From an optimization exercise on the open Yosys and OpenROAD flow, aimed at small area and a short achievable clock period; shortcuts taken in it are not production practice. The RTL was checked by simulation tests, not by an equivalence proof against the original design. No driver is modelled on the clock port, so clock power and skew are understated where the tree is cut down; a real chip needs a root buffer or a tree. Power is estimated from default activity; no workload was simulated.

== trial 8 ==
Design multi_chnl_data_fmt, start of the top module:
module multi_chnl_data_fmt
(
    input  logic                      clk_i,
    input  logic                      rstn_i,
    input  logic [1:0]                cmd_i,
    input  logic [ADDR_WIDTH-1:0]     cmd_addr_i,
    input  logic [CMD_DATA_WIDTH-1:0] cmd_data_i,
    output logic [CMD_DATA_WIDTH-1:0] cmd_data_o,
    input  logic [CH_DATA_WIDTH-1:0]  ch0_data_i,
    input  logic [CH_DATA_WIDTH-1:0]  ch1_data_i,
    input  logic [CH_DATA_WIDTH-1:0]  ch2_data_i,
    input  logic                      ch0_vld_i,
    input  logic                      ch1_vld_i,
    input  logic                      ch2_vld_i,
    output logic                      ch0_ready_o,
    output logic                      ch1_ready_o,
    output logic                      ch2_ready_o,
    input  logic                      fmt_grant_i,
    output logic [CHID_WIDTH-1:0]     fmt_chid_o,
    output logic                      fmt_req_o,
    output logic [LEN_WIDTH-1:0]      fmt_length_o,
    output logic [CH_DATA_WIDTH-1:0]  fmt_data_o,
    output logic                      fmt_start_o,
    output logic                      fmt_end_o
);
==> flow/config.mk <==
export PLATFORM = sky130hd
export DESIGN_NAME = multi_chnl_data_fmt
export DESIGN_NICKNAME = multi_chnl_data_fmt
export VERILOG_FILES = /design/flow/design.v
export SDC_FILE = /design/flow/constraint.sdc
export NUM_CORES = 4
export LEC_CHECK = 0
export CAP_MARGIN = 20
export CORE_MARGIN = 2
export CORE_UTILIZATION = 55
export CTS_CLUSTER_DIAMETER = 80
export CTS_CLUSTER_SIZE = 30
export SETUP_SLACK_MARGIN = 1.9
export SLEW_MARGIN = 60
export SYNTH_HIERARCHICAL = 1
export SYNTH_MINIMUM_KEEP_SIZE = 0
export TNS_END_PERCENT = 20
==> flow/constraint.sdc <==
create_clock -name core_clock -period 4.0 [get_ports {clk_i}]
set_input_delay 0.8000 -clock core_clock [delete_from_list [all_inputs] [get_ports {clk_i}]]
set_output_delay 0.8000 -clock core_clock [all_outputs]
set_load 0.01 [all_outputs]
standard.sh (not shown) runs the stock make flow with config.mk's settings and CLKGATE_MAP_FILE= SYNTH_SCRIPT=/design/flow/synth_recipe.tcl, a recipe that flattens the netlist after the stock synthesis.
==> flow/flow/run.sh <==
#!/bin/bash
# The standard layout (the standard.sh: ORFS synthesis to finish) with these changes:
#  - the port buffers are built from buf_4 instead of the default buffer (every input and
#    output port still gets its own buffer);
#  - ABC maps the logic for a 1 fF load per output instead of 5, so the read tree's small
#    AND-OR gates come out at drive strength 1; timing repair upsizes what needs it;
#  - after clock_tree_synthesis, flow/post_cts.tcl replaces its three-level clock tree with a
#    balanced two-level one (clk_i -> 4 root clkbuf_16 -> ~25-flop leaf clkbuf_16 clusters),
#    upsizes the read tree's long-wire NAND4s, then repairs setup and hold as ORFS's CTS step
#    would (that step's own repair is skipped).
# Registers and their names are untouched. The make output goes to flow_make.log; ORFS's own
# logs (including the CTS step's, with post_cts.tcl's output) stay under orfs/logs.
set -euo pipefail
bash standard.sh 'BUFFER_PORTS_ARGS=-buffer_cell sky130_fd_sc_hd__buf_4' ABC_LOAD_IN_FF=1 \
    SKIP_CTS_REPAIR_TIMING=1 "POST_CTS_TCL=$PWD/flow/post_cts.tcl" finish > flow_make.log 2>&1
==> flow/flow/post_cts.tcl <==
# Replace the clock tree that clock_tree_synthesis built with a two-level one:
# clk_i -> 4 root clkbuf_16 -> leaf clkbuf_16 (about 25 flip-flops each) -> flip-flops.
source [file dirname [info script]]/mktree.tcl
set block [ord::get_db_block]
set clk [$block findNet clk_i]
# collect the tree's buffers and its sinks
set bufs {}
set sinks {}
set todo [list $clk]
while {[llength $todo]} {
  set net [lindex $todo 0]; set todo [lrange $todo 1 end]
  foreach it [$net getITerms] {
    if {[$it isOutputSignal]} { continue }
    set inst [$it getInst]
    set m [[$inst getMaster] getName]
    if {[string match "*df*" $m]} {
      lappend sinks $it
    } else {
      # clock buffers and clock_tree_synthesis's dummy loads
      lappend bufs $inst
      foreach oit [$inst getITerms] {
        if {[$oit isOutputSignal] && [$oit getNet] ne "NULL"} { lappend todo [$oit getNet] }
      }
    }
  }
}
puts "removing [llength $bufs] clock buffers, [llength $sinks] sinks"
foreach inst $bufs {
  foreach it [$inst getITerms] {
    set net [$it getNet]
    if {$net eq "NULL"} { continue }
    $it disconnect
    if {[$it isOutputSignal]} {
      foreach it2 [$net getITerms] { $it2 disconnect }
      odb::dbNet_destroy $net
    }
  }
  odb::dbInst_destroy $inst
}
foreach it $sinks { $it connect $clk }
set kinds {}
foreach it $sinks { lappend kinds [[[$it getInst] getMaster] getName] }
foreach k [lsort -unique $kinds] { puts "sink kind $k [llength [lsearch -all $kinds $k]]" }
build_clock_tree 25 11 2 2
# The read tree's group NAND4s drive the long wires to the cross-channel NOR3s: one size up.
set n 0
foreach inst [$block getInsts] {
  if {[[$inst getMaster] getName] ne "sky130_fd_sc_hd__nand4_1"} { continue }
  set onet [[$inst findITerm Y] getNet]
  if {$onet eq "NULL"} { continue }
  foreach it [$onet getITerms] {
    if {[string match "sky130_fd_sc_hd__nor3_*" [[[$it getInst] getMaster] getName]]} {
      replace_cell [$inst getName] sky130_fd_sc_hd__nand4_2
      incr n
      break
    }
  }
}
puts "upsized $n read-tree nand4"
detailed_placement
estimate_parasitics -placement
repair_timing -setup -setup_margin $::env(SETUP_SLACK_MARGIN) -repair_tns $::env(TNS_END_PERCENT) -match_cell_footprint -verbose
repair_timing -hold -hold_margin 0 -match_cell_footprint -verbose
detailed_placement
check_placement -verbose
report_clock_skew
Other scripts of this flow, unchanged in this note and not shown: flow/flow/mktree.tcl
--- input diff trial 8..trial 58 ---
Settings: TNS_END_PERCENT now 5, was 20.
Notes after the runs:
- The final layout from trial 58, which completed every stage, passed the timing, design-rule and antenna checks at the end of the flow.
- Trial 8 → trial 58: proportion of power drawn by combinational gates lost 1.2 points, utilization lost 1.0 points, slack of the critical path fell by 96 ps, global-route wire length before repair went down 1.2%, number of placed cells counting well taps went down.
- Of trial 58 and trial 8, it is trial 58 that has the lower largest fanout of any net on the critical path.
In every run of this note, the design's own scripts or RTL, not TritonCTS, make the clock network.

## afterwards: timing with drivers on the ports
The flow's constraints put no driver on any port. The routed layouts listed below were extracted and timed again, unchanged, in two steps. Step 1, drivers: a clkbuf_16 drives clk_i and a buf_2 each remaining input, both assumed. Step 2, shift: input delay + t, output delay - t, t = (earliest + latest rising clock arrival at the registers) / 2. This alone moves slack from input paths to output paths. Slacks: ideal / step 1 / step 2; pairs: ideal / step 1.
run	t, ns	setup WS [ns]	hold slack, ns	latest minus earliest clock arrival (ns)	pins driven straight from the clock port
trial 8	0.940	1.769 / 1.581 / 1.265	0.268 / 0.086 / 0.500	0.041 / 0.040	4
trial 58	0.925	1.674 / 1.594 / 1.111	0.293 / 0.128 / 0.450	0.046 / 0.046	4
After both steps every run listed still meets setup and hold. For trial 58, which loses most, drivers alone change the setup slack by -0.080 ns; drivers and shift together by -0.563 ns.
